What follows belongs to an exercise in optimizing a design on an open flow for a short achievable clock period and few clock cycles; a production flow would make more cautious choices.
In this exercise RTL edits were held to simulation tests only and were not proved equivalent to the original.
The clock port is modelled as an ideal driver; clocking choices that lean on that would not hold on a real chip.
Power and IR drop assume default switching activity.

**design/flow/flow/run.sh**
```bash
#!/bin/bash
# Own layout flow: the standard ORFS flow (standard.sh), with two changes:
#  - synthesis leaves adders to ABC instead of mapping them to full/half-adder cells
#    (ADDER_MAP_FILE empty); registers are synthesized exactly as in the standard flow;
#  - at the end of the CTS step (ORFS hook POST_CTS_TCL), flow/post_cts.tcl resizes gates
#    on the port buffers and on the worst setup paths (flow/size.tcl), runs ORFS's slew
#    and load repair, and legalizes the placement again.
# Each ORFS step writes its full log under orfs/logs/; this script's output goes to
# flow_run.log.
set -euo pipefail
here=$(pwd)
bash standard.sh finish ADDER_MAP_FILE= POST_CTS_TCL="$here/flow/post_cts.tcl" \
  > "$here/flow_run.log" 2>&1
```
**design/flow/flow/post_cts.tcl**
```tcl
# Runs at the end of ORFS's CTS step (POST_CTS_TCL): greedy gate sizing on the worst setup
# paths, then ORFS's own slew and load repair, then legalize the placement again.
source [file join [file dirname [info script]] size.tcl]
estimate_parasitics -placement
puts "post_cts: worst slack before sizing [format %.3f [expr {[sta::worst_slack_cmd max] * 1e9}]] ns,\
      slew/load violations [size_drv]"
set margin [expr {[info exists ::env(SETUP_SLACK_MARGIN)] ? $::env(SETUP_SLACK_MARGIN) : 0.0}]
size_ports sky130_fd_sc_hd__buf_8 sky130_fd_sc_hd__buf_12
size_batch 400 [expr {$margin * 1e-9}] 900 8 12
repair_design_helper
detailed_placement
check_placement -verbose
estimate_parasitics -placement
puts "post_cts: worst slack after sizing [format %.3f [expr {[sta::worst_slack_cmd max] * 1e9}]] ns,\
      slew/load violations [size_drv]"
```
**design/flow/flow/size.tcl**
```tcl
# Greedy gate sizing of the port buffers and along the worst setup paths.
#
# Each round takes the k worst endpoints still open and, on each one's path, moves one
# combinational cell (the one of the slowest stage not yet tried for that endpoint) to the
# next drive strength of its own function; buffers and inverters may also become plain
# buf/inv cells. Parasitics are estimated again, and a change is kept only if its endpoint
# got better, the worst slack did not get worse and no slew or load limit broke. Only cell
# sizes change: the netlist's connections and its registers stay as they are.

proc size_variants {cell} {
  if {![regexp {^sky130_fd_sc_hd__(.+)_([0-9]+)$} $cell -> fn drive]} {
    return {}
  }
  if {[regexp {^(buf|clkbuf|clkdlybuf4s[0-9]+|dlygate4sd[0-9]|dlymetal6s[0-9]s|bufbuf)$} $fn]} {
    set fams {buf clkbuf}
  } elseif {[regexp {^(inv|clkinv|clkinvlp)$} $fn]} {
    set fams {inv clkinv}
  } else {
    set fams [list $fn]
  }
  set out {}
  foreach f $fams {
    foreach lc [get_lib_cells sky130_fd_sc_hd__${f}_*] {
      set n [get_name $lc]
      if {[regexp "^sky130_fd_sc_hd__${f}_\[0-9\]+\$" $n] && $n ne $cell} {
        lappend out $n
      }
    }
  }
  return $out
}

proc size_endpoint_slack {pin} {
  set pes [find_timing_paths -path_delay max -to $pin -group_path_count 1]
  if {[llength $pes] == 0} { return 1.0 }
  return [[lindex $pes 0] slack]
}

proc size_wns {} {
  return [sta::worst_slack_cmd max]
}

# max slew plus max capacitance violations
proc size_drv {} {
  return [expr {[sta::max_slew_violation_count] + [sta::max_capacitance_violation_count]}]
}

# the next drive strength up in a cell's own function, or "" at the largest
proc size_next_up {cell} {
  if {![regexp {^sky130_fd_sc_hd__(.+)_([0-9]+)$} $cell -> fn drive]} { return "" }
  set best ""
  set bd 1000
  foreach v [size_variants $cell] {
    regexp {_([0-9]+)$} $v -> d
    if {[regexp "^sky130_fd_sc_hd__${fn}_" $v] && $d > $drive && $d < $bd} {
      set best $v
      set bd $d
    }
  }
  if {$best eq "" && [regexp {^(clkdlybuf4s[0-9]+|dlygate4sd[0-9]|dlymetal6s[0-9]s|bufbuf)$} $fn]} {
    set best sky130_fd_sc_hd__buf_4
  }
  return $best
}

proc size_stages {pe} {
  set arr [dict create]
  foreach pin [[$pe path] pins] {
    set inst [$pin instance]
    if {$inst eq "NULL"} { continue }
    set iname [get_full_name $inst]
    if {$iname eq ""} { continue }
    set a [expr {max([get_property $pin arrival_max_rise], [get_property $pin arrival_max_fall])}]
    dict lappend arr $iname $a
  }
  set stages {}
  dict for {iname as} $arr {
    if {[llength $as] < 2} { continue }
    if {[catch {get_property [get_cells $iname] ref_name} cur]} { continue }
    # registers, latches and the clock tree keep their cells
    if {[regexp {__(df|edf|sdf|dl|sdl|sedf)} $cur] || [regexp {^clk} $iname]} { continue }
    set d [expr {abs([lindex $as 0] - [lindex $as 1])}]
    lappend stages [list $d $iname $cur]
  }
  return [lsort -real -decreasing -index 0 $stages]
}

proc size_batch {max_rounds target max_seconds {k 8} {n_try 4}} {
  set tried [dict create]
  set n_kept 0
  # after a round that made the worst slack worse, changes go one at a time for a while
  set k_cur $k
  set solo 0
  set t0 [clock seconds]
  for {set r 0} {$r < $max_rounds} {incr r} {
    if {[clock seconds] - $t0 > $max_seconds} { break }
    set w0 [size_wns]
    set v0 [size_drv]
    if {$solo > 0} { incr solo -1; set k_cur 1 } else { set k_cur $k }
    set changes {}
    set used [dict create]
    foreach pe [find_timing_paths -path_delay max -group_path_count 200 \
                  -endpoint_path_count 1 -sort_by_slack] {
      if {[$pe slack] >= $target || [llength $changes] >= $k_cur} { break }
      set ep_pin [$pe pin]
      set ep [get_full_name $ep_pin]
      set nt [expr {[dict exists $tried $ep] ? [dict get $tried $ep] : 0}]
      if {$nt >= $n_try} { continue }
      set idx 0
      set pick {}
      foreach st [size_stages $pe] {
        lassign $st d iname cur
        if {[dict exists $used $iname]} { continue }
        set v [size_next_up $cur]
        if {$v eq ""} { continue }
        if {$idx == $nt} { set pick [list $iname $cur $v]; break }
        incr idx
      }
      if {[llength $pick] == 0} { dict set tried $ep $n_try; continue }
      dict set used [lindex $pick 0] 1
      lappend changes [list $ep_pin $ep [$pe slack] {*}$pick]
    }
    if {[llength $changes] == 0} { break }
    foreach c $changes { replace_cell [lindex $c 3] [lindex $c 5] }
    estimate_parasitics -placement
    set kept {}
    set reverted 0
    foreach c $changes {
      lassign $c ep_pin ep s0 iname cur v
      if {[size_endpoint_slack $ep_pin] <= $s0 + 1e-12} {
        replace_cell $iname $cur
        dict incr tried $ep
        incr reverted
      } else {
        lappend kept $c
      }
    }
    if {$reverted > 0} { estimate_parasitics -placement }
    if {[llength $kept] > 0 && ([size_wns] < $w0 - 1e-12 || [size_drv] > $v0)} {
      # the worst slack got worse, or a slew or load limit is now broken: undo this round;
      # a lone change is set aside for good, a round of several is tried again one change
      # at a time
      foreach c $kept {
        lassign $c ep_pin ep s0 iname cur v
        replace_cell $iname $cur
        if {[llength $kept] == 1} { dict incr tried $ep }
      }
      estimate_parasitics -placement
      if {[llength $kept] > 1} { set solo [expr {2 * [llength $kept]}] }
      set kept {}
    }
    incr n_kept [llength $kept]
    set reverted [expr {[llength $changes] - [llength $kept]}]
    puts "size_batch: round $r, [llength $changes] tried, [expr {[llength $changes] - $reverted}] kept,\
          worst slack [format %.3f [expr {[size_wns] * 1e9}]] ns"
  }
  puts "size_batch: $n_kept cells resized in [expr {[clock seconds] - $t0}] s,\
        worst slack [format %.3f [expr {[size_wns] * 1e9}]] ns"
}

# Port buffers: every buffer that drives an output port, or that an input port drives, and is
# a delay cell or a weak buffer, is tried as a plain buffer of the given strength; a change
# stays if the worst slack through its port got better and the overall worst slack and the
# slew and load limits are no worse.
proc size_ports {out_cell in_cell} {
  set w0 [size_wns]
  set v0 [size_drv]
  set tries {}
  foreach port [get_ports *] {
    set pname [get_full_name $port]
    if {[get_property $port direction] eq "output"} {
      set want $out_cell
      set pins [get_pins -quiet -of_objects [get_nets -quiet $pname] -filter "direction == output"]
    } else {
      set want $in_cell
      set pins [get_pins -quiet -of_objects [get_nets -quiet $pname] -filter "direction == input"]
    }
    foreach pin $pins {
      set inst [get_cells -of_objects $pin]
      set iname [get_full_name $inst]
      if {[regexp {^clk} $iname]} { continue }
      set cur [get_property $inst ref_name]
      if {![regexp {__(buf_[124]|dlygate4sd[0-9]_[0-9]|clkdlybuf4s[0-9]+_[0-9]|clkbuf_[124]|dlymetal6s[0-9]s_[0-9])$} $cur]} {
        continue
      }
      set pes [find_timing_paths -path_delay max -through $port -group_path_count 1]
      if {[llength $pes] == 0} { continue }
      lappend tries [list $iname $cur $port [[lindex $pes 0] slack]]
    }
  }
  foreach t $tries {
    lassign $t iname cur port s0
    replace_cell $iname [expr {[get_property $port direction] eq "output" ? $out_cell : $in_cell}]
  }
  estimate_parasitics -placement
  set n 0
  foreach t $tries {
    lassign $t iname cur port s0
    set pes [find_timing_paths -path_delay max -through $port -group_path_count 1]
    if {[llength $pes] == 0 || [[lindex $pes 0] slack] < $s0} {
      replace_cell $iname $cur
    } else {
      incr n
    }
  }
  estimate_parasitics -placement
  if {[size_wns] < $w0 - 1e-12 || [size_drv] > $v0} {
    foreach t $tries { replace_cell [lindex $t 0] [lindex $t 1] }
    estimate_parasitics -placement
    set n 0
  }
  puts "size_ports: $n of [llength $tries] port buffers changed,\
        worst slack [format %.3f [expr {[size_wns] * 1e9}]] ns"
}
```
**design/flow/standard.sh**
```bash
#!/bin/bash
# synth_recipe.tcl (not shown) runs the flow's synth.tcl, then flattens the netlist and writes it again
# the make line also repeats each setting of config.mk as NAME=value (left out here)
make -C /OpenROAD-flow-scripts/flow DESIGN_CONFIG=/design/flow/config.mk WORK_HOME=/design/flow/orfs CLKGATE_MAP_FILE= SYNTH_SCRIPT=/design/flow/synth_recipe.tcl "${@:-finish}"
```
**design/flow/config.mk**
```make
export PLATFORM = sky130hd
export DESIGN_NAME = core_mc
export DESIGN_NICKNAME = core_mc
export VERILOG_FILES = /design/flow/design.v
export SDC_FILE = /design/flow/constraint.sdc
export NUM_CORES = 8
export LEC_CHECK = 0
export CAP_MARGIN = 20
export CORE_MARGIN = 2
export CORE_UTILIZATION = 45
export PLACE_DENSITY = 0.6
export SETUP_SLACK_MARGIN = 4.5
export SLEW_MARGIN = 20
```
**design/flow/constraint.sdc**
```tcl
create_clock -name core_clock -period 10.0 [get_ports {clk}]
set_input_delay 2.0000 -clock core_clock [delete_from_list [all_inputs] [get_ports {clk}]]
set_output_delay 2.0000 -clock core_clock [all_outputs]
set_load 0.01 [all_outputs]
```
**design/flow/design.v**
```verilog
module core_mc (
  input  logic        clk,
  input  logic        reset,
  output logic        mem_req,
  output logic        mem_we,
  output logic [31:0] mem_addr,
  output logic [31:0] mem_wdata,
  input  logic [31:0] mem_rdata,
  input  logic        mem_ready,
  output logic [31:0] pc_o,
  output logic        retire,
  output logic        halted,
  input  logic [4:0]  dbg_sel,
  output logic [31:0] dbg_data
);
  function automatic logic [31:0] add32(input logic [31:0] x, input logic [31:0] y,
                                        input logic ci);
    logic [31:0] g, p, gg, pp;
    g     = x & y;
    p     = x ^ y;
    gg    = g;
    pp    = p;
    gg[0] = g[0] | (p[0] & ci);
    for (int d = 1; d < 32; d = d * 2) begin
      for (int i = 31; i >= d; i--) begin
        gg[i] = gg[i] | (pp[i] & gg[i-d]);
        pp[i] = pp[i] & pp[i-d];
      end
    end
    add32 = p ^ {gg[30:0], ci};
  endfunction
  localparam int CW = 6;     
  localparam int PW = 40;    
  logic [31:0] r_regs [1:31];
  logic [31:0] r_ir;       
  logic [31:0] r_pc;       
  logic [31:0] r_pc4;      
  logic [31:0] r_pc8;      
  logic [31:0] r_tgt;      
  logic [31:0] r_a, r_b;   
  logic [31:0] r_b2;       
  logic        r_cin;      
  logic [31:0] r_ma;       
  logic        r_mav;
  logic        r_ev;       
  logic        r_halt;
  logic        r_mem;      
  logic        r_lw, r_sw, r_jal;
  logic [3:0]  r_xg;       
  logic        r_beq, r_bne;
  logic        r_ill;      
  logic        r_jmis;     
  logic        r_bmis;     
  logic        r_pcj;      
  logic        r_spf;      
  logic        r_wra;      
  logic        r_wrl;      
  logic        r_fand, r_for, r_fxor, r_fslt;
  logic [31:0]        c_data [1<<CW];
  logic [10-CW:0]     c_tag  [1<<CW];
  logic [(1<<CW)-1:0] c_val;
  logic [31:0]        c_next;   
  logic               c_nhit;
  logic        r_fv;       
  logic [10:2] r_fa;
  logic [31:0] r_fd;
  logic [31:0] r_pf;       
  logic        r_pfw;      
  logic q_exm, q_we, q_pc, q_ma, q_pcj, q_retm, q_pfn;
  logic a_nm, a_spf, a_nmx, a_hn0, a_bmis, a_blk;
  logic [4:0] rd;
  assign rd = r_ir[11:7];
  logic [31:0] sum, alu;
  logic        slt;
  assign sum = add32(r_a, r_b2, r_cin);
  assign slt = (r_a[31] ^ r_b[31]) ? r_a[31] : sum[31];
  always_comb begin
    if (r_jal)        alu = r_pc4;
    else if (r_fand)  alu = r_a & r_b;
    else if (r_for)   alu = r_a | r_b;
    else if (r_fxor)  alu = r_a ^ r_b;
    else if (r_fslt)  alu = {31'd0, slt};
    else              alu = sum;
  end
  logic        eq, tkb, tk;
  assign eq  = ~|r_xg;
  assign tkb = eq ? r_beq : r_bne;
  assign tk  = r_jal | tkb;
  logic        halt_now, stop, ex_mem, mem_go, use_c, w_wr, c_clr;
  logic [31:0] nf, nf4, nf8, wval, tgt4, tgt8, pc12;
  assign halt_now = a_hn0 | (a_bmis & tkb);   
  assign stop     = r_halt | halt_now;
  assign ex_mem   = q_exm;                    
  assign mem_go   = ex_mem & r_mav & ~r_pfw;
  assign use_c    = a_spf & ~tk;              
  assign tgt4     = add32(r_tgt, 32'd4, 1'b0);
  assign tgt8     = add32(r_tgt, 32'd8, 1'b0);
  assign pc12     = add32(r_pc8, 32'd4, 1'b0);
  assign nf       = ~r_ev ? r_pc  : (tk ? r_tgt : r_pc4);
  assign nf4      = ~r_ev ? r_pc4 : (tk ? tgt4  : r_pc8);
  assign nf8      = ~r_ev ? r_pc8 : (tk ? tgt8  : pc12);
  assign wval     = r_lw ? mem_rdata : alu;
  assign w_wr     = ~r_pfw & ((r_ev & r_wra) | (mem_go & mem_ready & r_wrl));
  assign c_clr    = mem_go & r_sw & mem_ready & (r_ma[31:11] == 21'd0);
  logic        q_tg;
  logic [31:0] addr_n;
  assign q_tg   = a_nm & tk;
  assign addr_n = ({32{q_pfn}} & r_pf) | ({32{q_pc}} & r_pc) | ({32{q_ma}} & r_ma) |
                  ({32{a_nmx}} & r_pc4);
  assign mem_req   = ~reset & (r_pfw | (~stop & ~a_blk));
  assign mem_we    = ~reset & q_we;
  assign mem_addr  = q_tg ? r_tgt : addr_n;
  assign mem_wdata = r_b;
  assign retire    = (a_nm & ~stop) | (q_retm & mem_ready);
  assign halted    = stop;
  assign pc_o      = q_pcj ? r_tgt : r_pc;
  logic [31:0] rf [32];
  always_comb begin
    rf[0] = 32'd0;
    for (int i = 1; i < 32; i++) rf[i] = r_regs[i];
  end
  logic [31:0] dg [8];
  always_comb begin
    for (int j = 0; j < 8; j++) dg[j] = rf[4*j + dbg_sel[1:0]];
    dbg_data = 32'd0;
    for (int j = 0; j < 8; j++) dbg_data = dbg_data | (dg[j] & {32{dbg_sel[4:2] == 3'(j)}});
  end
  logic       pf_ok, pf_req, pf_done, f_done, p_cached;
  logic [8:0] pf_dist, pf_ahead;
  assign pf_dist  = r_pf[10:2] - r_pc[10:2];
  assign pf_ok    = (r_pf[31:11] == 21'd0) && (pf_dist != 9'd0) && (pf_dist <= 9'(PW));
  assign pf_req   = r_pfw | (use_c & ~stop);
  assign pf_done  = pf_req & mem_ready;
  assign f_done   = ~r_pfw & ~stop & ~ex_mem & ~use_c & mem_ready;
  assign p_cached = c_val[r_pf[CW+1:2]] && (c_tag[r_pf[CW+1:2]] == r_pf[10:CW+2]);
  logic [8:0] pa_pc, pa_tg, pa_p4;
  assign pa_pc    = r_pf[10:2] - r_pc[10:2];
  assign pa_tg    = r_pf[10:2] - r_tgt[10:2];
  assign pa_p4    = r_pf[10:2] - r_pc4[10:2];
  assign pf_ahead = ~r_ev ? pa_pc : (tk ? pa_tg : pa_p4);
  always_ff @(posedge clk) begin
    if (r_fv) begin
      c_data[r_fa[CW+1:2]] <= r_fd;
      c_tag[r_fa[CW+1:2]]  <= r_fa[10:CW+2];
    end
  end
  always_ff @(posedge clk or posedge reset) begin
    if (reset)      c_val <= '0;
    else if (c_clr) c_val <= '0;
    else if (r_fv)  c_val[r_fa[CW+1:2]] <= 1'b1;
  end
  always_ff @(posedge clk or posedge reset) begin
    if (reset) begin
      r_fv  <= 1'b0;
      r_fa  <= '0;
      r_fd  <= 32'd0;
      r_pf  <= 32'd0;
      r_pfw <= 1'b0;
    end else begin
      r_fv  <= 1'b0;
      r_pfw <= pf_req & ~mem_ready;
      if (pf_done) begin
        if (pf_ok) begin
          r_fv <= 1'b1;
          r_fa <= r_pf[10:2];
          r_fd <= mem_rdata;
          r_pf <= r_pf + 32'd4;
        end
      end else if (f_done) begin
        r_fv <= (nf[31:11] == 21'd0);
        r_fa <= nf[10:2];
        r_fd <= mem_rdata;
        if (!((r_pf[31:11] == 21'd0) && (nf[31:11] == 21'd0) &&
              (pf_ahead != 9'd0) && (pf_ahead <= 9'(PW))))
          r_pf <= nf4;
      end else if (!pf_req && p_cached && pf_ok) begin
        r_pf <= r_pf + 32'd4;
      end
    end
  end
  logic        advance, load_next, sel_c;
  logic [31:0] ni;
  assign advance   = ~stop & ~r_pfw & (ex_mem ? (r_mav & mem_ready) : 1'b1);
  assign sel_c     = ex_mem | use_c;
  assign load_next = ex_mem ? (c_nhit & ~c_clr) : (use_c | mem_ready);
  assign ni        = sel_c ? c_next : mem_rdata;
  logic [31:0] x_w    [2];
  logic [31:0] x_ra   [2], x_rb [2], x_b2 [2], x_ma [2], x_boff [2];
  logic [3:0]  x_xg   [2];
  logic        x_cin  [2], x_mav [2], x_mem [2], x_lw [2], x_sw [2], x_jal [2];
  logic        x_beq  [2], x_bne [2], x_ill [2], x_jmis [2], x_bmis [2];
  logic        x_pcj  [2], x_wra [2], x_wrl [2];
  logic        x_fand [2], x_for [2], x_fxor [2], x_fslt [2];
  assign x_w[0] = c_next;
  assign x_w[1] = mem_rdata;
  for (genvar s = 0; s < 2; s++) begin : g_src
    logic [31:0] w;
    assign w = x_w[s];
    logic [6:0] n_opc, n_f7;
    logic [2:0] n_f3;
    logic [4:0] n_rd, n_rs1, n_rs2;
    assign n_opc = w[6:0];
    assign n_f3  = w[14:12];
    assign n_f7  = w[31:25];
    assign n_rd  = w[11:7];
    assign n_rs1 = w[19:15];
    assign n_rs2 = w[24:20];
    logic n_r, n_sub, n_addi, n_lw, n_sw, n_beq, n_bne, n_jal, n_ill;
    assign n_sub  = (n_f7 == 7'h20) && (n_f3 == 3'b000);
    assign n_r    = (n_opc == 7'b0110011) &&
                    (((n_f7 == 7'h00) && (n_f3 == 3'b000 || n_f3 == 3'b111 || n_f3 == 3'b110 ||
                                          n_f3 == 3'b100 || n_f3 == 3'b010)) || n_sub);
    assign n_addi = (n_opc == 7'b0010011) && (n_f3 == 3'b000);
    assign n_lw   = (n_opc == 7'b0000011) && (n_f3 == 3'b010);
    assign n_sw   = (n_opc == 7'b0100011) && (n_f3 == 3'b010);
    assign n_beq  = (n_opc == 7'b1100011) && (n_f3 == 3'b000);
    assign n_bne  = (n_opc == 7'b1100011) && (n_f3 == 3'b001);
    assign n_jal  = (n_opc == 7'b1101111);
    assign n_ill  = ~(n_r | n_addi | n_lw | n_sw | n_beq | n_bne | n_jal);
    logic [31:0] imm_i, imm_ls;
    assign imm_i     = {{20{w[31]}}, w[31:20]};
    assign imm_ls    = w[5] ? {{20{w[31]}}, w[31:25], w[11:7]} : imm_i;
    assign x_boff[s] = w[2] ? {{12{w[31]}}, w[19:12], w[20], w[30:21], 1'b0}
                            : {{20{w[31]}}, w[7], w[30:25], w[11:8], 1'b0};
    logic [31:0] fa, fb, ra, rb;
    logic [31:0] ga [8], gb [8];
    always_comb begin
      for (int j = 0; j < 8; j++) begin
        ga[j] = rf[4*j + n_rs1[1:0]];
        gb[j] = rf[4*j + n_rs2[1:0]];
      end
      fa = 32'd0;
      fb = 32'd0;
      for (int j = 0; j < 8; j++) begin
        fa = fa | (ga[j] & {32{n_rs1[4:2] == 3'(j)}});
        fb = fb | (gb[j] & {32{n_rs2[4:2] == 3'(j)}});
      end
    end
    logic [31:12] fa_inc, fa_dec, ma_hi;
    logic [31:0]  ma_lo, inc_t, dec_t;
    assign inc_t  = add32({12'd0, fa[31:12]}, 32'd1, 1'b0);
    assign dec_t  = add32({12'd0, fa[31:12]}, 32'hfffff, 1'b0);
    assign fa_inc = inc_t[19:0];
    assign fa_dec = dec_t[19:0];
    assign ma_lo  = add32({20'd0, fa[11:0]}, {20'd0, imm_ls[11:0]}, 1'b0);
    assign ma_hi = (ma_lo[12] == imm_ls[11]) ? fa[31:12] : (ma_lo[12] ? fa_inc : fa_dec);
    logic byp_a, byp_b;
    assign byp_a = w_wr && (rd == n_rs1);
    assign byp_b = w_wr && (rd == n_rs2);
    assign ra    = byp_a ? wval : fa;
    assign rb    = byp_b ? wval : fb;
    logic n_subslt;
    assign n_subslt = n_sub | (n_f3 == 3'b010);
    assign x_ra[s]   = ra;
    assign x_rb[s]   = rb;
    assign x_b2[s]   = n_r ? (n_subslt ? ~rb : rb) : imm_i;
    assign x_cin[s]  = n_r & n_subslt;
    assign x_ma[s]   = {ma_hi, ma_lo[11:0]};
    assign x_mav[s]  = ~byp_a;
    assign x_mem[s]  = n_lw | n_sw;
    assign x_lw[s]   = n_lw;
    assign x_sw[s]   = n_sw;
    assign x_jal[s]  = n_jal;
    logic [31:0] xd;
    assign xd        = ra ^ rb;
    assign x_xg[s]   = {|xd[31:24], |xd[23:16], |xd[15:8], |xd[7:0]};
    assign x_beq[s]  = n_beq;
    assign x_bne[s]  = n_bne;
    assign x_ill[s]  = n_ill;
    assign x_jmis[s] = n_jal & w[21];
    assign x_bmis[s] = w[8];
    assign x_pcj[s]  = n_jal & ~w[21];
    assign x_wra[s]  = (n_r | n_addi | (n_jal & ~w[21])) & (n_rd != 5'd0);
    assign x_wrl[s]  = n_lw & (n_rd != 5'd0);
    assign x_fand[s] = n_r & (n_f3 == 3'b111);
    assign x_for[s]  = n_r & (n_f3 == 3'b110);
    assign x_fxor[s] = n_r & (n_f3 == 3'b100);
    assign x_fslt[s] = n_r & (n_f3 == 3'b010);
  end
  logic        sx;
  logic [31:0] n_ra, n_rb, n_b2, n_ma, boff;
  logic [3:0]  n_xg;
  logic        n_cin, n_mav, n_mem, n_lw, n_sw, n_jal, n_pcj, n_wra, n_wrl;
  logic        n_beq, n_bne, n_ill, n_jmis, n_bmis;
  logic        n_fand, n_for, n_fxor, n_fslt;
  assign sx     = ~sel_c;
  assign n_ra   = x_ra[sx];
  assign n_rb   = x_rb[sx];
  assign n_b2   = x_b2[sx];
  assign n_ma   = x_ma[sx];
  assign boff   = x_boff[sx];
  assign n_cin  = x_cin[sx];
  assign n_mav  = x_mav[sx];
  assign n_mem  = x_mem[sx];
  assign n_lw   = x_lw[sx];
  assign n_sw   = x_sw[sx];
  assign n_jal  = x_jal[sx];
  assign n_xg   = x_xg[sx];
  assign n_beq  = x_beq[sx];
  assign n_bne  = x_bne[sx];
  assign n_ill  = x_ill[sx];
  assign n_jmis = x_jmis[sx];
  assign n_bmis = x_bmis[sx];
  assign n_pcj  = x_pcj[sx];
  assign n_wra  = x_wra[sx];
  assign n_wrl  = x_wrl[sx];
  assign n_fand = x_fand[sx];
  assign n_for  = x_for[sx];
  assign n_fxor = x_fxor[sx];
  assign n_fslt = x_fslt[sx];
  logic [CW-1:0] nidx;
  logic          nhit, n_pf, n_fill;
  logic [31:0]   nword;
  assign nidx   = nf4[CW+1:2];
  assign n_pf   = pf_done && pf_ok && (r_pf == nf4);
  assign n_fill = r_fv && (r_fa[CW+1:2] == nidx);
  assign nword  = n_pf ? mem_rdata : (n_fill ? r_fd : c_data[nidx]);
  assign nhit   = (nf4[31:11] == 21'd0) && ~c_clr &&
                  (n_pf || (n_fill ? (r_fa[10:CW+2] == nf4[10:CW+2])
                                   : (c_val[nidx] && (c_tag[nidx] == nf4[10:CW+2]))));
  logic [31:0] ntgt;
  logic [31:0] tg_pc, tg_tg, tg_p4;
  assign tg_pc = add32(r_pc, boff, 1'b0);
  assign tg_tg = add32(r_tgt, boff, 1'b0);
  assign tg_p4 = add32(r_pc4, boff, 1'b0);
  assign ntgt  = ~r_ev ? tg_pc : (tk ? tg_tg : tg_p4);
  logic ld;
  logic d_ev, d_pfw, d_mem, d_mav, d_sw, d_spf, d_pcj, d_ill, d_jmis, d_bmis;
  assign ld     = advance & load_next;
  assign d_pfw  = pf_req & ~mem_ready;
  assign d_ev   = advance ? load_next : r_ev;
  assign d_mem  = ld ? n_mem : r_mem;
  assign d_sw   = ld ? n_sw : r_sw;
  assign d_spf  = ld ? (~n_mem & nhit) : r_spf;
  assign d_pcj  = ld ? n_pcj : r_pcj;
  assign d_ill  = ld ? n_ill : r_ill;
  assign d_jmis = ld ? n_jmis : r_jmis;
  assign d_bmis = ld ? (n_bmis & (n_beq | n_bne)) : r_bmis;
  assign d_mav  = (ex_mem & ~r_mav & ~r_pfw & ~halt_now) ? 1'b1 : (ld ? n_mav : r_mav);
  always_ff @(posedge clk or posedge reset) begin
    if (reset) begin
      q_exm  <= 1'b0;
      q_we   <= 1'b0;
      q_pc   <= 1'b1;
      q_ma   <= 1'b0;
      q_pcj  <= 1'b0;
      q_retm <= 1'b0;
      q_pfn  <= 1'b0;
      a_nm   <= 1'b0;
      a_spf  <= 1'b0;
      a_nmx  <= 1'b0;
      a_hn0  <= 1'b0;
      a_bmis <= 1'b0;
      a_blk  <= 1'b0;
    end else begin
      q_exm  <= d_ev & d_mem;
      q_we   <= ~d_pfw & d_ev & d_mem & d_mav & d_sw;
      q_pc   <= ~d_pfw & ~d_ev;
      q_ma   <= ~d_pfw & d_ev & d_mem;
      q_pcj  <= d_ev & d_pcj;
      q_retm <= ~d_pfw & d_ev & d_mem & d_mav;
      q_pfn  <= d_pfw | (d_ev & d_spf);
      a_nm   <= ~d_pfw & d_ev & ~d_mem;
      a_spf  <= ~d_pfw & d_ev & d_spf;
      a_nmx  <= ~d_pfw & d_ev & ~d_mem & ~d_spf;
      a_hn0  <= ~d_pfw & d_ev & (d_ill | d_jmis);
      a_bmis <= ~d_pfw & d_ev & d_bmis;
      a_blk  <= d_ev & d_mem & ~d_mav;
    end
  end
  always_ff @(posedge clk or posedge reset) begin
    if (reset) begin
      r_pc   <= 32'd0;
      r_pc4  <= 32'd4;
      r_pc8  <= 32'd8;
      r_tgt  <= 32'd0;
      r_ir   <= 32'd0;
      r_a    <= 32'd0;
      r_b    <= 32'd0;
      r_b2   <= 32'd0;
      r_cin  <= 1'b0;
      r_ma   <= 32'd0;
      r_mav  <= 1'b0;
      r_ev   <= 1'b0;
      r_halt <= 1'b0;
      r_mem  <= 1'b0;
      r_lw   <= 1'b0;
      r_sw   <= 1'b0;
      r_jal  <= 1'b0;
      r_xg   <= 4'd0;
      r_beq  <= 1'b0;
      r_bne  <= 1'b0;
      r_ill  <= 1'b0;
      r_jmis <= 1'b0;
      r_bmis <= 1'b0;
      r_pcj  <= 1'b0;
      r_spf  <= 1'b0;
      r_wra  <= 1'b0;
      r_wrl  <= 1'b0;
      r_fand <= 1'b0;
      r_for  <= 1'b0;
      r_fxor <= 1'b0;
      r_fslt <= 1'b0;
      c_next <= 32'd0;
      c_nhit <= 1'b0;
    end else begin
      if (c_clr) c_nhit <= 1'b0;
      if (halt_now) begin
        r_halt <= 1'b1;
      end else if (ex_mem && !r_mav && !r_pfw) begin
        r_ma  <= add32(r_a, r_ir[5] ? {{20{r_ir[31]}}, r_ir[31:25], r_ir[11:7]}
                                    : {{20{r_ir[31]}}, r_ir[31:20]}, 1'b0);
        r_mav <= 1'b1;
      end else if (advance) begin
        r_ev  <= load_next;
        r_pc  <= nf;
        r_pc4 <= nf4;
        r_pc8 <= nf8;
        if (load_next) begin
          r_ir   <= ni;
          r_tgt  <= ntgt;
          r_a    <= n_ra;
          r_b    <= n_rb;
          r_b2   <= n_b2;
          r_cin  <= n_cin;
          r_ma   <= n_ma;
          r_mav  <= n_mav;
          r_mem  <= n_mem;
          r_lw   <= n_lw;
          r_sw   <= n_sw;
          r_jal  <= n_jal;
          r_xg   <= n_xg;
          r_beq  <= n_beq;
          r_bne  <= n_bne;
          r_ill  <= n_ill;
          r_jmis <= n_jmis;
          r_bmis <= n_bmis & (n_beq | n_bne);
          r_pcj  <= n_pcj;
          r_spf  <= ~n_mem & nhit;
          r_wra  <= n_wra;
          r_wrl  <= n_wrl;
          r_fand <= n_fand;
          r_for  <= n_for;
          r_fxor <= n_fxor;
          r_fslt <= n_fslt;
          c_next <= nword;
          c_nhit <= nhit;
        end
      end
    end
  end
  always_ff @(posedge clk or posedge reset) begin
    if (reset) begin
      for (int i = 1; i < 32; i++) r_regs[i] <= 32'd0;
    end else if (w_wr) begin
      r_regs[rd] <= wval;
    end
  end
endmodule
```
==> flow_metrics.tcl, run 1 <==
set metrics [dict create \
    status "no timing/DRC/antenna violations" \
    place_congestion 0.982 \
    rows 247 \
    avgViaCountPerCell 6.92 \
    cts_sinks 3716 \
    postSynthAreaPerCell_um2 10.9 \
    synth.net_count 18736 \
    dpl_worst_slack_ns 1.38 \
    power_mw 82.6 \
    overflow 0 \
    max_slew_margin_pct 16.5 \
    worst_slew_pin_slew_ns 1.25 \
    swShare_pct 46.9 \
    p_clk_share_pct 18.4 \
    setup-tns-final_ns 0 \
    core_area_um2 452000 \
    die-area_um2 459000 \
    max_freq_mhz 172 \
    worst-setup-path-type "in -> out" \
    ir_drop_mv 0.420 \
    routedWlPerCell_um 34.9 \
    path_cells "buf_16 > buf_12 > buf_16 > buf_16 > mux4_2 > a22oi_2 > nand4_4 > buf_6" \
    crit_path_start_kind "input pin" \
    skew_ns 0.101 \
    first_pass_iters 12 \
    seq_area_frac_synth_pct 51.1 \
    cp.required_ns 8.00 \
    switchingPower_mw 38.8 \
    synthToLayoutAreaGrowth_pct 15.9 \
    finalNonFillerCells 24755 \
    insertion_delay_ns 1.08 \
    grt_max_degree 154 \
    comb_power_share_pct 52.3 \
    io_pins 172 \
    die_height_um 677 \
    cts_tree "done" \
    wl_met3_mm 112 \
    hold_viol_final 0 \
    synth_top_area_share_pct 33.0 \
    slowest_stage "mux4_2" \
    via_count 171245 \
    worstHoldPathType "reg -> reg" \
    netlist_top_cells_area "edfxtp_1 (33%), dfrtp_1 (18%), mux4_2 (13%), nand2_1 (7.5%), o21ai_0 (3.3%)" \
    layout_min_cycle_time_ns 5.82 \
    cpMostUsedCell "buf_16" \
    synth_area_leader_cell "edfxtp_1" \
    fin_crit_sh_pct 58.2 \
    drt_iter0_drc 26582 \
    drcViolationCount 0 \
    synth_edf_count 2240 \
    powerDensity_nw_per_um2 349 \
    met2_length_mm 369 \
    layout.nets 18460 \
    antenna_found_initial 41 \
    async_flop_share_pct 39.7 \
    p_int_mw 43.8 \
    setup_slack_ns 4.18 \
    post-place-cells 23593 \
    die_w_um 677 \
    ys_ff_latch 3716 \
    ys.flop_type "edfxtp_1" \
    numPortBuffers 171 \
    synth_cell_types 106 \
    seq_power_share_pct 29.2 \
    leakagePower_nw 86.6 \
    rsz0062_at_grt "true" \
    initial_utilization_pct 45.1 \
    grt_pass1_wl_mm 1210 \
    maxCapViolCount 0 \
    clk_pin_slew_ns 0.05 \
    syn_inst 18696 \
    drive_above_1_share_pct 21.0 \
    cp_top_family "buffers and inverters" \
    ys_warn_count 33 \
    routed_wl_mm 865 \
    setup_viol 0 \
    grt_pass1_vias 158087 \
    top_layer "met5" \
    grt_usage_pct 36.3 \
    worstPathMaxFanout 7 \
    cp_num_buf_inv 5 \
    cp-end-kind "primary output" \
    mappedNetlistArea_um2 204000 \
    wl_met1_mm 305 \
    finalMaxSlewViolations 0 \
    max_stage_delay_ns 0.51 \
    cp.arrival_ns 3.82 \
    ant_nets 0 \
    dpl.hpwl_mm 493 \
]
-- cells in the final DEF (no fill, tap or decap), drive strengths merged, types with 50 or more instances in the layout --
master,instances
o22ai,54
mux4,1204
and4,56
nor2,948
a22oi,676
o21ai,1344
clkinv,134
mux2i,158
nor2b,50
edfxtp,2240
a311oi,445
a31oi,304
a21oi,692
mux2,245
maj3,79
dfrtp,1473
nand2,4096
nand4,155
clkbuf,555
xor2,232
nor3,138
xnor2,306
o211ai,71
nor4,67
and3,351
inv,95
buf,1035
nand3,686
a211oi,209
-- metrics by stage --
step / hold WS [ns] / util (%) / area, µm²
after floorplan: 0.438 / - / 204000
after global placement: 0.461 / 47.0 / 212000
final: 0.483 / 52.3 / 237000
after global routing: 0.514 / 52.3 / 236000
after detailed placement: 0.468 / 47.0 / 212000
-- cell usage after synthesis (42+ instances only) --
library cell and number:
clkbuf_1 1442, mux2_2 241, buf_2 78, buf_1 192, nor2_1 946, mux4_2 1204
o211ai_1 71, edfxtp_1 2240, a211oi_1 206, nand4_1 155, inv_1 86, o31ai_1 42
and4_1 56, nor3_1 138, a21oi_1 692, nand2_1 4093, a22oi_1 676, o22ai_1 53
nor2b_1 50, a311oi_1 445, xor2_1 232, o21ai_0 1326, maj3_1 76, nor4_1 64
mux2i_1 157, buf_4 57, nand3_1 686, and3_1 350, a31oi_1 304, xnor2_1 306
dfrtp_1 1473
-- kinds of logic after synthesis --
kind of cell / count (synthesis) / synth area share, %
compound gates: 4133 / 13.0
xor+xnor: 539 / 2.32
mux: 1604 / 15.4
simple gates: 6762 / 14.2
flops: 3716 / 51.1
fa+ha+maj: 79 / 0.389
buf+inv: 1863 / 3.60
-- power by group through the flow --
stage | Sequential, mW | Combinational [mW] | Clock (mW)
global route | 24.3 | 45.3 | 15.9
finish | 24.2 | 43.2 | 15.2
floorplan | 22.4 | 24.7 | 0
detailed placement | 24.1 | 37.9 | 0
global placement | 24.0 | 37.7 | 0
-- layer usage --
| layer | up-vias | global-route usage [%] |
|---|---|---|
| met5 | - | 0.0625 |
| met4 | 16 | 26.9 |
| met3 | 3418 | 10.8 |
| met2 | 13142 | 52.6 |
| met1 | 85026 | 46.2 |
| li1 | 69643 | - |
-- flip-flops by register name (all words and copies together) (netlist names), 4 cells and up --
| register | count |
|---|---|
| c_val | 64 |
| r_tgt | 32 |
| r_pc4 | 32 |
| r_ma | 32 |
| r_pc | 32 |
| r_ir | 18 |
| c_data | 2048 |
| r_pc8 | 32 |
| r_pf | 32 |
| r_fd | 32 |
| c_next | 32 |
| c_tag | 192 |
| r_regs | 992 |
| r_fa | 9 |
| r_b | 32 |
| r_xg | 4 |
| r_a | 32 |
| r_b2 | 32 |
-- worst paths after layout --
path	startpoint	endpoint	slack, ns	depth (start not counted)
max	dbg_sel[1]	dbg_data[28]	4.18	8
min in group asynchronous	reset	r_pfw	1.10	2
min reg2reg	r_pcj	r_pcj	0.48	1
max reg2reg	c_next[19]	r_ma[31]	4.25	14
min	r_pcj	r_pcj	0.48	1
max in group asynchronous	reset	r_regs[21][1]	6.71	4
-- final cells by class --
type / count / area [µm²]
Antenna cell: 33 / 82.6
Clock buffer: 528 / 10900
Clock inverter: 198 / 2180
Fill cell: 38899 / 216000
Inverter: 88 / 350
Multi-Input combinational cell: 13131 / 97400
Sequential cell: 3716 / 104000
Tap cell: 5976 / 7480
Timing Repair Buffer: 1085 / 13900
-- worst register-to-register path, delay by kind of cell, from the launching register on --
kind / cells / cell delay (ns)
and+or+nand+nor: 7 / 2.76
buffers and inverters: 2 / 1.06
AOI/OAI and AO/OA: 4 / 1.05
xor gates and xnor gates: 1 / 0.16
DFF: 1 / 0.53
Testbench counts, summed over its fixed seeds: cycles 49,914.
==> run 2: changes to the inputs <==
--- a/design/flow/config.mk
+++ b/design/flow/config.mk
@@ -7,7 +7,7 @@
 export LEC_CHECK = 0
 export CAP_MARGIN = 20
 export CORE_MARGIN = 2
-export CORE_UTILIZATION = 45
-export PLACE_DENSITY = 0.6
+export CORE_UTILIZATION = 55
+export PLACE_DENSITY = 0.7
 export SETUP_SLACK_MARGIN = 4.5
 export SLEW_MARGIN = 20
==> run 2 against run 1 <==
Net effect:
- still clean on timing, DRC and antenna
- sequential share of layout area rose by 0.50 points
- utilization rose by 11 points
- clock skew fell by 0.029 ns
- final area fell by 1.1%
- hold slack improved by 0.010 ns
- fmax fell by 0.59%
- total power fell by 1.2%
- first-iteration DRC count rose by 22%
- combinational power fell by 2%
- critical path type is now reg -> reg
- critical endpoint is now r_xg[3]
==> flow_metrics.tcl, run 2 <==
set metrics [dict create \
    seq_area_frac_synth_pct 51.1 \
    worstHoldPathType "reg -> reg" \
    synth.net_count 18736 \
    worst_slew_pin_slew_ns 1.32 \
    grt_pass1_wl_mm 1180 \
    overflow 0 \
    grt_pass1_vias 160664 \
    rows 223 \
    ys_warn_count 33 \
    first_pass_iters 14 \
    die-area_um2 376000 \
    drt_iter0_drc 32559 \
    synth_area_leader_cell "edfxtp_1" \
    fin_util_pct 63.4 \
    finalMaxSlewViolations 0 \
    fillers 28038 \
    ys.flop_type "edfxtp_1" \
    fin_hold_ws_ns 0.493 \
    grt_usage_pct 43.6 \
    synth_edf_count 2240 \
    maxCapViolCount 0 \
    syn_inst 18696 \
    antenna_found_initial 49 \
    powerDensity_nw_per_um2 349 \
    ant_nets 0 \
    routed_wl_mm 842 \
    via_count 174860 \
    core_area_um2 369000 \
    die_w_um 613 \
    yosys-top-cells-count "nand2_1 (4,093), edfxtp_1 (2,240), dfrtp_1 (1,473)" \
    cp.required_ns 10.87 \
    grt_max_degree 163 \
    drive_above_1_share_pct 20.2 \
    async_flop_share_pct 39.7 \
    place_congestion 1.00 \
    yosysMostFrequentCell "nand2_1" \
    status "no timing/DRC/antenna violations" \
    die_height_um 613 \
    layout.nets 18428 \
    fin_crit_sh_pct 58.5 \
    worstPathMaxFanout 77 \
    synthToLayoutAreaGrowth_pct 14.6 \
    postSynthAreaPerCell_um2 10.9 \
    ir_drop_mv 0.398 \
    synth_top_area_share_pct 33.0 \
    largest_reg_flops 2048 \
    skew_ns 0.0716 \
    cp.arrival_ns 6.72 \
    hold_viol_final 0 \
    max_freq_mhz 171 \
    routedWlPerCell_um 35.5 \
    max_slew_margin_pct 11.7 \
    layout_commonest_cell "nand2_1" \
    worst-setup-path-type "reg -> reg" \
    ys_ff_latch 3716 \
    mostFrequentLayoutCells "nand2_1 (4,052), edfxtp_1 (2,240), dfrtp_1 (1,411)" \
    layout_min_cycle_time_ns 5.85 \
    cts_sinks 3716 \
    multiInputGateArea_um2 96800 \
    cp-end-kind "register" \
    leakagePower_nw 86.0 \
    insertion_delay_ns 1.03 \
    io_pins 172 \
    power_mw 81.6 \
    regArea_um2 104000 \
    setup-tns-final_ns 0 \
    cts_tree "done" \
    dpl.hpwl_mm 471 \
    synth_cell_types 106 \
    mappedNetlistArea_um2 204000 \
    avgViaCountPerCell 7.38 \
    rsz0062_at_grt "true" \
    clk_pin_slew_ns 0.06 \
    numPortBuffers 171 \
    initial_utilization_pct 55.3 \
    netlist_top_cells_area "edfxtp_1 (33%), dfrtp_1 (18%), mux4_2 (13%), nand2_1 (7.5%), o21ai_0 (3.3%)" \
    crit_path_start_kind "register" \
    setup_viol 0 \
    drcViolationCount 0 \
]
-- run 2: cell counts after synthesis --
Identical to the previous run, type by type.
-- run 2: kinds of logic after synthesis --
logic type	Yosys count	share of synthesized area, %
flops	3716	51.1
xor+xnor	539	2.32
simple gates	6762	14.2
fa+ha+maj	79	0.389
buf+inv	1863	3.60
compound gates	4133	13.0
mux	1604	15.4
-- run 2: through the flow --
step | std cells | setup slack, ns | cell area [µm²]
floorplan | 18696 | -12.43 | 204000
global placement | 22528 | 1.55 | 211000
detailed placement | 22529 | 1.62 | 211000
global route | 23679 | 4.17 | 234000
finish | 23705 | 4.15 | 234000
-- run 2: layer usage --
metal | GRT usage (%) | share of wire (%) | wire length, µm
met4 | 34.8 | 10 | 87000
met5 | 1.01 | 0.058 | 487
met3 | 18.1 | 16 | 133000
met1 | 53.5 | 33 | 275000
met2 | 60.4 | 41 | 346000
-- run 2: path summary, 6_finish.rpt --
| check | startpoint | to | slack (ns) | cells past startpoint |
|---|---|---|---|---|
| max | c_next[21] | r_xg[3] | 4.15 | 11 |
| min | c_next[22] | c_next[22] | 0.49 | 2 |
| max reg2reg | c_next[21] | r_xg[3] | 4.15 | 11 |
| min reg2reg | c_next[22] | c_next[22] | 0.49 | 2 |
| max in group asynchronous | reset | r_xg[2] | 6.58 | 4 |
| min in group asynchronous | reset | r_tgt[8] | 1.19 | 2 |
-- run 2: final cells by class --
type | instances | share of cell area (%)
well taps | 4950 | 2.65
inverters | 88 | 0.149
multi-input cells | 13135 | 41.4
clock inverters | 198 | 0.860
diodes | 39 | 0.0417
clock buffers | 523 | 4.54
flip-flops and latches | 3716 | 44.6
repair buffers | 1056 | 5.79
-- run 2: worst max-delay path: stages (launching register included) --
cell and delay, ns:
dfrtp_4 0.88, buf_12 0.54, buf_4 0.79, mux4_2 0.62, a22oi_1 0.20, nand4_1 0.79, nor2_1 0.41, a21oi_2 0.12
xor2_1 0.17, nor4_1 0.37, nand4_1 0.32, o31a_1 0.33
-- run 2: where the power goes --
| part | switching, mW | total (mW) | internal [mW] |
|---|---|---|---|
| clock network | 6.47 | 14.7 | 8.27 |
| registers | 4.57 | 24.3 | 19.7 |
| logic | 27.5 | 42.5 | 15.0 |
==> run 3: changes to the inputs <==
--- a/design/flow/design.v
+++ b/design/flow/design.v
@@ -32,6 +32,7 @@
   localparam int CW = 6;     
   localparam int PW = 40;    
   logic [31:0] r_regs [1:31];
+  logic [31:0] r_dbgn [1:31];   
   logic [31:0] r_ir;       
   logic [31:0] r_pc;       
   logic [31:0] r_pc4;      
@@ -119,12 +120,17 @@
     rf[0] = 32'd0;
     for (int i = 1; i < 32; i++) rf[i] = r_regs[i];
   end
+  logic [31:0] rfn [32];
   logic [31:0] dg [8];
+  logic [31:0] dbgn;
   always_comb begin
-    for (int j = 0; j < 8; j++) dg[j] = rf[4*j + dbg_sel[1:0]];
-    dbg_data = 32'd0;
-    for (int j = 0; j < 8; j++) dbg_data = dbg_data | (dg[j] & {32{dbg_sel[4:2] == 3'(j)}});
+    rfn[0] = 32'hffffffff;
+    for (int i = 1; i < 32; i++) rfn[i] = r_dbgn[i];
+    for (int j = 0; j < 8; j++) dg[j] = rfn[4*j + dbg_sel[1:0]];
+    dbgn = 32'd0;
+    for (int j = 0; j < 8; j++) dbgn = dbgn | (dg[j] & {32{dbg_sel[4:2] == 3'(j)}});
   end
+  assign dbg_data = ~dbgn;
   logic       pf_ok, pf_req, pf_done, f_done, p_cached;
   logic [8:0] pf_dist, pf_ahead;
   assign pf_dist  = r_pf[10:2] - r_pc[10:2];
@@ -451,9 +457,13 @@
   end
   always_ff @(posedge clk or posedge reset) begin
     if (reset) begin
-      for (int i = 1; i < 32; i++) r_regs[i] <= 32'd0;
+      for (int i = 1; i < 32; i++) begin
+        r_regs[i] <= 32'd0;
+        r_dbgn[i] <= 32'hffffffff;
+      end
     end else if (w_wr) begin
       r_regs[rd] <= wval;
+      r_dbgn[rd] <= ~wval;
     end
   end
 endmodule
--- a/design/flow/config.mk
+++ b/design/flow/config.mk
@@ -7,7 +7,7 @@
 export LEC_CHECK = 0
 export CAP_MARGIN = 20
 export CORE_MARGIN = 2
-export CORE_UTILIZATION = 55
-export PLACE_DENSITY = 0.7
+export CORE_UTILIZATION = 45
+export PLACE_DENSITY = 0.6
 export SETUP_SLACK_MARGIN = 4.5
 export SLEW_MARGIN = 20
==> run 3 against run 2 <==
Net effect:
- final cell count is 13% higher
- utilization is 10 points lower
- total power is 0.85% higher
- synthesized area is 16% higher
- setup slack better by 0.062 ns
- critical endpoint is now mem_addr[16]
- non-clock buffer count is 207 higher
- register-to-register slack better by 0.11 ns
- largest power group unchanged
- highest routed layer unchanged
- critical path type is now reg -> out
- the layout now fails its checks (max-capacitance violations, max-slew violations)
- die area is 42% higher
- final area is 19% higher
- via count is 3.5% higher
- synthesized cell count is 3.1% higher
- hold slack worse by 0.015 ns
==> flow_metrics.tcl, run 3 <==
set metrics [dict create \
    finalMaxSlewViolations 4 \
    p_clk_share_pct 24.0 \
    insertion_delay_ns 1.14 \
    rsz0062_at_grt "true" \
    place_congestion 0.996 \
    cp-end-kind "primary output" \
    numPortBuffers 171 \
    die-area_um2 533000 \
    synth_cell_types 107 \
    core_area_um2 525000 \
    yosysMostFrequentCell "edfxtp_1" \
    layout.nets 19326 \
    yosys.area_share.simple_pct 9.36 \
    fin_crit_sh_pct 57.9 \
    first_pass_iters 9 \
    worstPathMaxFanout 5 \
    synthToLayoutAreaGrowth_pct 17.0 \
    cp.required_ns 8.00 \
    ys.flop_type "edfxtp_1" \
    r2r_start "r_xg[2]" \
    ant_nets 0 \
    grt_pass1_vias 170884 \
    crit_path_start_kind "register" \
    cpMostUsedCell "buf_16" \
    muxShareOfSynthArea_pct 18.6 \
    ir_drop_mv 0.358 \
    postSynthAreaPerCell_um2 12.3 \
    syn_inst 19284 \
    p_int_mw 47.5 \
    die_w_um 730 \
    drive_above_1_share_pct 29.7 \
    slowest_stage "dfrtp_2" \
    top_layer "met5" \
    synth_edf_count 2240 \
    met2_length_mm 419 \
    rows 266 \
    netlist_top_cells_area "edfxtp_1 (28%), mux4_2 (16%), dfrtp_1 (16%), dfstp_2 (11%), nand2_1 (3.4%)" \
    overflow 0 \
    drcViolationCount 0 \
    switchingPower_mw 34.8 \
    setup-tns-final_ns 0 \
    post-place-cells 25207 \
    comb_power_share_pct 45.4 \
    maxCapViolCount 1 \
    antenna_found_initial 50 \
    setup_viol 0 \
    drt_iter0_drc 27564 \
    largest_reg_flops 2048 \
    async_flop_share_pct 52.4 \
    worst_slew_pin_slew_ns 1.77 \
    cp.arrival_ns 3.79 \
    dpl.hpwl_mm 566 \
    seq_power_share_pct 30.6 \
    synth-compound-area-share_pct 11.8 \
    cp_top_family "buffers and inverters" \
    layout_commonest_cell "edfxtp_1" \
    synth_area_leader_cell "edfxtp_1" \
    wl_met3_mm 116 \
    synth_top_family_by_area "multiplexers" \
    max_stage_delay_ns 0.54 \
    skew_ns 0.0848 \
    status "failed layout checks" \
    synth_xor_area_share_pct 1.94 \
    synth_top_area_share_pct 28.3 \
    ys_warn_count 35 \
    fillers 44029 \
    worstHoldPathType "reg -> reg" \
    grt_usage_pct 35.2 \
    cp_num_buf_inv 9 \
    clk_pin_slew_ns 0.06 \
    synth.net_count 19324 \
    hold_viol_final 0 \
    max_freq_mhz 173 \
    layout_min_cycle_time_ns 5.79 \
    routed_wl_mm 969 \
    grt_pass1_wl_mm 1340 \
    finalNonFillerCells 26708 \
    wl_met1_mm 361 \
    initial_utilization_pct 45.2 \
    leakagePower_nw 99.3 \
    powerDensity_nw_per_um2 296 \
    worst-setup-path-type "reg -> out" \
    die_height_um 730 \
    crit_start "r_xg[2]" \
    cts_sinks 4708 \
    via_count 180918 \
    routedWlPerCell_um 36.3 \
    mostFrequentLayoutCells "edfxtp_1 (2,240), nand2_1 (2,093), nor2_1 (1,819)" \
    synth_fa_ha_area_share_pct 0.322 \
    seq_area_frac_synth_pct 54.9 \
    max_slew_margin_pct -19.0 \
    swShare_pct 42.3 \
    path_cells "nor4_4 > buf_4 > buf_4 > buf_8 > a21o_4 > or2_4 > nand2_8 > buf_16 > buf_12 > buf_16 > buf_16 > buf_12 > a31oi_4 > buf_2" \
    mappedNetlistArea_um2 237000 \
    yosys-top-cells-count "edfxtp_1 (2,240), nand2_1 (2,126), nor2_1 (1,938)" \
    ys_ff_latch 4708 \
    avgViaCountPerCell 6.77 \
    cts_tree "done" \
    checkFailReasons "max-capacitance violations, max-slew violations" \
    grt_max_degree 187 \
    io_pins 172 \
    min_from "r_dbgn[20][24]" \
]
run 3: cell count changes after synthesis, moves of 60 or more:
cell / change
and3_1: -292
and2_1: +138
a211oi_1: +60
a21oi_1: +846
mux4_2: +506
a311oi_1: -374
nand2_1: -1967
nand3_1: -557
o22ai_1: +80
dfstp_2: +992
mux2i_1: +149
nor2_1: +992
run 3: path summary, 6_finish.rpt:
| path | slack [ns] | depth (start not counted) | end |
|---|---|---|---|
| worst max-delay path | 4.21 | 14 | mem_addr[16] |
| min in group asynchronous | 1.12 | 2 | r_sw |
| worst min-delay path | 0.48 | 2 | r_dbgn[20][24] |
| max in group asynchronous | 6.64 | 4 | c_val[17] |
| worst min register to register | 0.48 | 2 | r_dbgn[20][24] |
| worst max register to register | 4.26 | 22 | r_tgt[25] |
run 3: cell type report:
| type | instances | area, µm² | share of cell area, % |
|---|---|---|---|
| repair buffers | 1263 | 15800 | 5.69 |
| multi-input cells | 12709 | 105000 | 37.9 |
| flip-flops and latches | 4708 | 130000 | 46.9 |
| well taps | 6968 | 8720 | 3.14 |
| clock inverters | 223 | 2420 | 0.871 |
| diodes | 27 | 67.6 | 0.0243 |
| inverters | 74 | 289 | 0.104 |
| clock buffers | 736 | 14900 | 5.37 |
run 3: logic make-up after synthesis:
group,Yosys count
AND/OR/NAND/NOR,5149
flip-flops,4708
AO/OA/AOI/OAI,4701
multiplexers,2244
buffers and inverters,1883
XOR/XNOR,523
adder cells (fa/ha/maj),76
run 3: worst register-to-register path, delay by kind of cell (launching register included):
family	cells	cell delay (ns)
buffers and inverters	5	0.79
muxes	1	0.42
adders and majority gates	2	0.75
AOI/OAI and AO/OA	11	2.41
DFF	1	0.54
and+or+nand+nor	3	0.68
run 3: layer usage:
metal | track usage [%] | vias to the layer above
li1 | - | 73043
met1 | 47.2 | 92408
met2 | 51.9 | 12330
met3 | 9.27 | 3085
met4 | 20.6 | 52
met5 | 0 | -
run 3: metrics by stage:
stage / hold WS, ns / worst slack [ns] / instance area, µm² / power [mW] / utilization, %
5_1_grt: 0.488 / 4.13 / 278000 / 84.4 / 52.9
3_3_place_gp: 0.440 / 1.72 / 247000 / 57.3 / 47.1
3_5_place_dp: 0.444 / 1.77 / 248000 / 57.4 / 47.1
6_report: 0.478 / 4.21 / 278000 / 82.3 / 52.9
2_1_floorplan: 0.425 / -25.50 / 237000 / 44.1 / -
run 3: power groups by stage:
stage	sequential, mW	combinational, mW	clock (mW)
2_1_floorplan	24.3	19.8	0
3_3_place_gp	25.3	32.0	0
3_5_place_dp	25.3	32.1	0
5_1_grt	25.1	38.6	20.7
6_report	25.1	37.4	19.7
Testbench counts of run 3, summed over its fixed seeds: cycles 49,914.

-- re-timing with driven ports --
How much do the figures lean on ideal ports? The routed layouts below were timed once more, with nothing changed but the port constraints.
Step 1: set_driving_cell puts a clkbuf_16 on clk and a buf_2 on each other input, an assumption about the parent block.
Step 2 also shifts input and output timing later by t, the mid clock arrival at the registers, as if the neighbouring blocks saw the same clock.
Slacks: ideal / step 1 / step 2; pairs: ideal / step 1.
| run | t (ns) | setup WS [ns] | worst setup path after step 2 | latest minus earliest clock arrival (ns) | worst register clock-pin slew, ns |
|---|---|---|---|---|---|
| run 1 | 1.141 | 4.181 / 3.818 / 3.015 | input to register | 0.104 / 0.104 | 0.07 / 0.07 |
| run 2 | 1.117 | 4.146 / 3.516 / 3.063 | input to register | 0.073 / 0.074 | 0.07 / 0.07 |
| run 3 | 1.196 | 4.208 / 3.761 / 3.119 | input to register | 0.087 / 0.087 | 0.07 / 0.07 |
For run 1, which loses most, drivers alone change the setup slack by -0.363 ns; drivers and shift together by -1.166 ns.
